What follows belongs to an exercise in optimizing a design on an open flow for small area, a short achievable clock period and few clock cycles per item; a production flow would make more cautious choices.
No activity file was given, so power comes from the tool's default toggle rates.

==> v2 <==
// tap_tempo_averager_core
module tap_tempo_averager_core #(
    parameter int COUNT_WIDTH = 16,
    parameter int TIME_WIDTH  = 32,
    parameter int FRAC_BITS   = 8
) (
    input  logic                               aclk,
    input  logic                               aresetn,
    input  logic                               s_tvalid,
    output logic                               s_tready,
    input  logic [((TIME_WIDTH+7)/8)*8-1:0]    s_tdata,
    input  logic                               s_tuser,
    output logic                               m_tvalid,
    input  logic                               m_tready,
    output logic [47:0]                        m_tdata,
    output logic [2:0]                         m_tuser,
    input  logic                               cfg_we,
    input  logic [7:0]                         cfg_wdata
);
    localparam int K      = 2;                        
    localparam int TSTEPS = ((16 + K - 1) / K) * K;   
    localparam int ASTEPS = ((22 + K - 1) / K) * K;   
    localparam int TCYC   = TSTEPS / K;
    localparam int ACYC   = ASTEPS / K;
    localparam int TSW    = ASTEPS - 1;               
    localparam logic [31:0] TNUM = 32'd15360000;      
    logic [7:0]  ceil_r;
    logic [31:0] prev;
    logic [15:0] count;
    logic [35:0] s15;
    localparam logic [2:0] A_IDLE = 3'd0;
    localparam logic [2:0] A_GAP  = 3'd1;
    localparam logic [2:0] A_DIV  = 3'd2;
    localparam logic [2:0] A_CLMP = 3'd3;
    localparam logic [2:0] A_M15  = 3'd4;
    localparam logic [2:0] A_CLR  = 3'd5;
  ...
export LEC_CHECK = 0
export CAP_MARGIN = 20
export CORE_MARGIN = 2
export CORE_UTILIZATION = 40
export SLEW_MARGIN = 20
create_clock -name core_clock -period 10.0 [get_ports {aclk}]
standard.sh (not shown) runs the stock make flow with config.mk's settings and CLKGATE_MAP_FILE= SYNTH_SCRIPT=/design/flow/synth_recipe.tcl, a recipe that flattens the netlist after the stock synthesis.
==> flow/flow/run.sh <==
#!/bin/bash
set -euo pipefail
bash standard.sh SETUP_SLACK_MARGIN=6.5 finish > standard_flow.log 2>&1
==> inputs of v34, as changes to v2 <==
--- a/flow/config.mk
+++ b/flow/config.mk
@@ -6,6 +6,7 @@
 export NUM_CORES = 4
 export LEC_CHECK = 0
 export CAP_MARGIN = 20
 export CORE_MARGIN = 2
 export CORE_UTILIZATION = 40
 export SLEW_MARGIN = 20
+export TNS_END_PERCENT = 5
==> inputs of v19, as changes to v2 <==
--- a/flow/design.v
+++ b/flow/design.v
@@ -21,13 +21,12 @@
 );
     localparam int K      = 2;                        
     localparam int TSTEPS = ((16 + K - 1) / K) * K;   
     localparam int ASTEPS = ((22 + K - 1) / K) * K;   
     localparam int TCYC   = TSTEPS / K;
     localparam int ACYC   = ASTEPS / K;
-    localparam int TSW    = ASTEPS - 1;               
     localparam logic [31:0] TNUM = 32'd15360000;      
     logic [7:0]  ceil_r;
     logic [31:0] prev;
     logic [15:0] count;
     logic [35:0] s15;
     localparam logic [2:0] A_IDLE = 3'd0;
@@ -92,18 +91,12 @@
     assign c15  = {ceil_r, 4'd0} - {4'd0, ceil_r};
     assign t15c = {c15, 8'd0};
     assign ceilq = {ceil_r, 8'd0};
     assign big   = |da[31:24];
     assign ovf   = (da[31:8] == 24'd0) && (da[7:0] <= 8'd234);
     logic a_acc, b_take;
-    logic        a_gap;
-    logic [31:0] a_sum;
-    assign a_gap = (a_st == A_GAP);
-    assign a_sum = (a_gap ? da : {8'd0, da[23:0]})
-                 + (a_gap ? ~prev : {7'd0, da[23:0], 1'b0})
-                 + {31'd0, a_gap};
     assign s_tready = rdy;
     assign a_acc    = s_tvalid && s_tready;
     always_ff @(posedge aclk) begin
         if (!aresetn) begin
             a_st  <= A_IDLE;
             a_cyc <= '0;
@@ -137,17 +130,17 @@
             endcase
         end
     end
     always_ff @(posedge aclk) begin
         case (a_st)
             A_IDLE: da <= s_tdata[31:0];
-            A_GAP:  da <= a_sum;
+            A_GAP:  da <= da - prev;
             default: ;
         endcase
         case (a_st)
-            A_G3:   if (!hv) d3 <= a_sum[25:0];
+            A_G3:   if (!hv) d3 <= {1'b0, da[23:0], 1'b0} + {2'b0, da[23:0]};
             A_M15:  d3 <= big ? 26'd0 : ((ovf || cgt_n) ? {6'd0, t15c} : {6'd0, t15q});
             default: ;
         endcase
         case (a_st)
             A_GAP:  ra <= 24'(TNUM >> TSTEPS);
             A_DIV:  ra <= ra_nx;
@@ -199,13 +192,13 @@
     logic [1:0]  b_st;
     logic [ACYC-1:0] bth;      
     logic [15:0] rb;
     logic [17:0] n3;           
     logic        nsat;
     logic [K-1:0] ud;          
-    logic [TSW-1:0] ts;        
+    logic [15:0] ts;           
     logic [3:0]  r30;          
     logic [1:0]  r90;          
     logic [2:0]  r40;          
     logic [1:0]  r3;           
     logic        gt30, lt30, gt90, lt90, gt40, lt40, gt120, lt120;
     logic        q30lo, cat, caw;
@@ -255,13 +248,12 @@
     logic [1:0]  r90_n, r3_n;
     logic [2:0]  r40_n;
     logic        gt30_n, lt30_n, gt90_n, lt90_n, gt40_n, lt40_n, gt120_n, lt120_n;
     logic        q30lo_n, cat_n, caw_n, u0_n;
     logic [11:0] at_n;
     logic [7:0]  aw_n;
-    logic [TSW-1:0] ts_n;
     logic [ACYC-2:0] mth;
     assign mth = bth[ACYC-1:1];
     function automatic logic m_ge(input logic [ACYC-2:0] th, input int v);
         if (v <= 0)            m_ge = 1'b1;
         else if (v >= ACYC)    m_ge = 1'b0;
         else                   m_ge = th[v-1];
@@ -289,14 +281,25 @@
         q30lo_n = q30lo; cat_n = cat; caw_n = caw; u0_n = 1'b0;
         at_n = at; aw_n = aw;
         u = 1'b0; q30 = 1'b0; q90 = 1'b0; q40 = 1'b0; q3 = 1'b0; t1 = 1'b0; t3 = 1'b0;
         x30 = '0; x90 = '0; x3 = '0; x40 = '0;
         for (int j = 0; j < K; j++) begin
             u  = ud[K-1-j];
-            t1 = ts[TSW-1-j];        
-            t3 = ts[TSW-3-j];        
+            if (mth[2]) begin                        
+                t1 = ts[14-j];
+                t3 = ts[12-j];
+            end else if (mth[1]) begin               
+                t1 = (j == 1) ? ts[15] : 1'b0;
+                t3 = ts[14-j];
+            end else if (mth[0]) begin               
+                t1 = 1'b0;
+                t3 = (j == 1) ? ts[15] : 1'b0;
+            end else begin                           
+                t1 = 1'b0;
+                t3 = 1'b0;
+            end
             if (p_eq(mth, j, 0)) u0_n = u;
             if (p_eq(mth, j, 9)) caw_n = ({1'b0, r30_n} + 5'd7 + {4'd0, u}) >= 5'd15;
             if (p_eq(mth, j, 8)) cat_n = ({1'b0, r3_n} + 3'd1 + {2'd0, u}) >= 3'd3;
             if (p_ge(mth, j, 9)) begin
                 x3   = {r3_n, u};
                 q3   = x3 >= 3'd3;
@@ -320,28 +323,62 @@
                 q40   = x40 >= 4'd5;
                 r40_n = q40 ? 3'(x40 - 4'd5) : x40[2:0];
                 if (!gt40_n && !lt40_n)   begin gt40_n  = q40 & ~t3; lt40_n  = ~q40 & t3; end
                 if (!gt120_n && !lt120_n) begin gt120_n = q30 & ~t3; lt120_n = ~q30 & t3; end
             end
         end
-        ts_n = ts << K;
     end
-    logic c, rlo, rhi, wlo, whi, restart;
+    logic [1:0] hlo_n, hA_n, hg90_n, hl90_n, hB_n;
+    logic [1:0] hlo, hA, hg90, hl90, hB;
+    always_comb begin
+        logic       q30h, q90h, tf;
+        logic [4:0] x30h;
+        logic [2:0] x90h;
+        logic [3:0] r30h;
+        logic [1:0] r90h;
+        tf = ts[12];                      
+        for (int h = 0; h < 2; h++) begin
+            x30h = {r30_n, h[0]};
+            q30h = x30h >= 5'd15;
+            r30h = q30h ? 4'(x30h - 5'd15) : x30h[3:0];
+            x90h = {r90_n, q30h};
+            q90h = x90h >= 3'd3;
+            r90h = q90h ? 2'(x90h - 3'd3) : x90h[1:0];
+            hlo_n[h]  = (gt30_n || lt30_n) ? lt30_n : (~q30h & tf);
+            hg90_n[h] = (gt90_n || lt90_n) ? gt90_n : (q90h & ~tf);
+            hl90_n[h] = (gt90_n || lt90_n) ? lt90_n : (~q90h & tf);
+            hA_n[h]   = q30lo_n || q30h || (r30h != 4'd0);
+            hB_n[h]   = (r90h != 2'd0) || (r30h != 4'd0);
+        end
+    end
+    always_ff @(posedge aclk) begin
+        if (b_st == B_DIV && bth[ACYC-2]) begin
+            hlo  <= hlo_n;
+            hA   <= hA_n;
+            hg90 <= hg90_n;
+            hl90 <= hl90_n;
+            hB   <= hB_n;
+        end
+    end
+    logic c, rlo, rhi, wlo, whi, restart, u1;
     logic [2:0] st_res;
+    assign u1      = ud[1];
     assign c       = (rb != 16'd0);
-    assign rlo     = lt30_n;
-    assign wlo     = lt40_n;
-    assign rhi     = gt120_n || (!lt120_n && (c || q30lo_n || (r30_n != 4'd0) || u0_n));
-    assign whi     = gt90_n  || (!lt90_n  && (c || (r90_n != 2'd0) || (r30_n != 4'd0) || u0_n));
+    assign rlo     = hlo[u1];
+    assign wlo     = lt40;
+    assign rhi     = gt120 || (!lt120 && (c || hA[u1] || ud[0]));
+    assign whi     = hg90[u1] || (!hl90[u1] && (c || hB[u1] || ud[0]));
     assign restart = rlo | rhi;
     assign st_res  = restart ? 3'd3 : ((wlo | whi) ? 3'd2 : 3'd1);
     logic b_load, b_short, b_done, b_adv;
-    logic b_take_i, b_load_f;
+    logic b_take_i, b_load_f, b_ldf_spec, b_ld_any;
     assign b_take_i = (b_st == B_IDLE) && hv && (!mv || !(hclr || count == 16'd0));
     assign b_short  = b_take_i && (hclr || count == 16'd0);
-    assign b_load_f = (b_st == B_FIN) && hv && !hclr && !restart;
+    assign b_ldf_spec = (b_st == B_FIN) && hv && !hclr;
+    assign b_load_f = b_ldf_spec && !restart;
+    assign b_ld_any = (b_take_i && !b_short) || b_ldf_spec;
     assign b_load   = (b_take_i && !b_short) || b_load_f;
     assign b_take   = b_take_i || b_load_f;
     assign b_adv   = !(cyc_is(bth, 1) && mv);
     assign b_done  = (b_st == B_FIN);
     always_ff @(posedge aclk) begin
         if (!aresetn) begin
@@ -352,28 +389,28 @@
                 B_DIV:  if (b_adv && bth[ACYC-2]) b_st <= B_FIN;
                 default: b_st <= b_load_f ? B_DIV : B_IDLE;
             endcase
         end
     end
     always_ff @(posedge aclk) begin
-        if (b_load) begin
+        if (b_ld_any) begin
             rb    <= 16'(s15_acc >> (ASTEPS - 2));
             bbits <= s15_acc[ASTEPS-3 -: K];
-            ts    <= TSW'(ta);
+            ts    <= ta;
             bth   <= '0;
             r30   <= '0;  r90 <= '0;  r40 <= '0;  r3 <= '0;
             gt30  <= 1'b0; lt30 <= 1'b0; gt90 <= 1'b0; lt90 <= 1'b0;
             gt40  <= 1'b0; lt40 <= 1'b0; gt120 <= 1'b0; lt120 <= 1'b0;
             q30lo <= 1'b0; cat <= 1'b0; caw <= 1'b0;
         end else if (b_st == B_DIV && b_adv) begin
             rb    <= rb_nx;
             ud    <= bq;
             bbits <= asel;
             bth   <= {bth[ACYC-2:0], 1'b1};
             if (bth[0]) begin
-                ts    <= ts_n;
+                if (mth[2]) ts <= ts << K;
                 r30   <= r30_n;  r90 <= r90_n;  r40 <= r40_n;  r3 <= r3_n;
                 gt30  <= gt30_n; lt30 <= lt30_n; gt90 <= gt90_n; lt90 <= lt90_n;
                 gt40  <= gt40_n; lt40 <= lt40_n; gt120 <= gt120_n; lt120 <= lt120_n;
                 q30lo <= q30lo_n; cat <= cat_n; caw <= caw_n;
             end
         end
@@ -390,23 +427,17 @@
             if (b_short) begin
                 count <= hclr ? 16'd0 : 16'd1;
                 n3    <= hclr ? 18'd0 : 18'd3;
                 nsat  <= 1'b0;
                 s15   <= '0;
             end else if (b_done) begin
-                if (restart) begin
-                    count <= '0;
-                    n3    <= '0;
-                    nsat  <= 1'b0;
-                    s15   <= '0;
-                end else begin
-                    if (!nsat) count <= count + 16'd1;
-                    if (count < 16'hFFFE) n3 <= n3 + 18'd3;
-                    if (count == 16'hFFFE) nsat <= 1'b1;
-                    if (b_load_f) s15 <= s15_acc;
-                end
+                if (restart)    count <= '0;
+                else if (!nsat) count <= count + 16'd1;
+                if (count < 16'hFFFE) n3 <= n3 + 18'd3;
+                if (count == 16'hFFFE) nsat <= 1'b1;
+                if (b_ldf_spec) s15 <= s15_acc;
             end else if (b_load) begin
                 s15 <= s15_acc;
             end
         end
     end
     always_ff @(posedge aclk) begin
@@ -430,14 +461,14 @@
             aw <= aw_n;
         end else if (b_st == B_DIV && bth[1]) begin
             at <= at_n;
             aw <= aw_n;
         end else if (b_done) begin
             status <= st_res;
-            at <= at_n + 12'(cat_n);
-            aw <= aw_n + 8'(caw_n);
+            at <= at + 12'(cat);
+            aw <= aw + 8'(caw);
         end
     end
     assign m_tvalid = mv;
     assign m_tdata  = {count, aw, at, lt};
     assign m_tuser  = status;
 endmodule
--- a/flow/config.mk
+++ b/flow/config.mk
@@ -6,6 +6,7 @@
 export NUM_CORES = 4
 export LEC_CHECK = 0
 export CAP_MARGIN = 20
 export CORE_MARGIN = 2
 export CORE_UTILIZATION = 40
 export SLEW_MARGIN = 20
+export TNS_END_PERCENT = 0
==> notes <==
Hold slack, lowest first: v34, v2, v19. Fmax, lowest first: v2, v34, v19. Sequential power is about the same in v2 and v34. Via count, lowest first: v19, v34, v2. Of v34 and v19, v19 has the higher flip-flop and latch count (gap 5). Utilization: v19 < v34 < v2. Between v34 and v2, the lower register-to-register slack is in v2 (gap 0.06 ns). The lowest routed wire length belongs to v19, the highest to v2. Of v19 and v34, v34 has the higher first-iteration DRC count (gap about 40%, measured against v34). Synthesized area: v19 is higher than v34 (1.9%).
No run of this note included a check of the RTL's function; only the layout flow was run.

-- port drivers added, routing unchanged --
The results above use ideal ports. As a check the final layouts listed here were re-extracted and re-timed, cells and wires unchanged. Step 1 (the two cells are an assumption about what drives the block):
set clk [get_ports {aclk}]
set_driving_cell -lib_cell sky130_fd_sc_hd__clkbuf_16 $clk
set_driving_cell -lib_cell sky130_fd_sc_hd__buf_2 [delete_from_list [all_inputs] $clk]
Step 2 times the ports against the registers' clock, not the clock port: input delays grow and output delays shrink by t, the midpoint of the rising clock arrivals with the driver on. Slacks: ideal ports / drivers / drivers and shift; pairs: ideal ports / drivers.
| run | t (ns) | setup slack, ns | clock arrival spread, ns | worst register clock-pin slew, ns | worst slew at a driven data input, ns |
|---|---|---|---|---|---|
| v2 | 0.637 | 6.231 / 6.231 / 5.666 | 0.020 / 0.020 | 0.06 / 0.06 | 0.04 |
| v34 | 0.635 | 6.292 / 6.292 / 5.965 | 0.020 / 0.019 | 0.07 / 0.07 | 0.05 |
| v19 | 0.629 | 6.302 / 6.302 / 6.093 | 0.017 / 0.017 | 0.06 / 0.06 | 0.05 |
After both steps every run listed still meets setup and hold. For v2, which loses most, drivers alone change the setup slack by 0.000 ns; drivers and shift together by -0.565 ns.
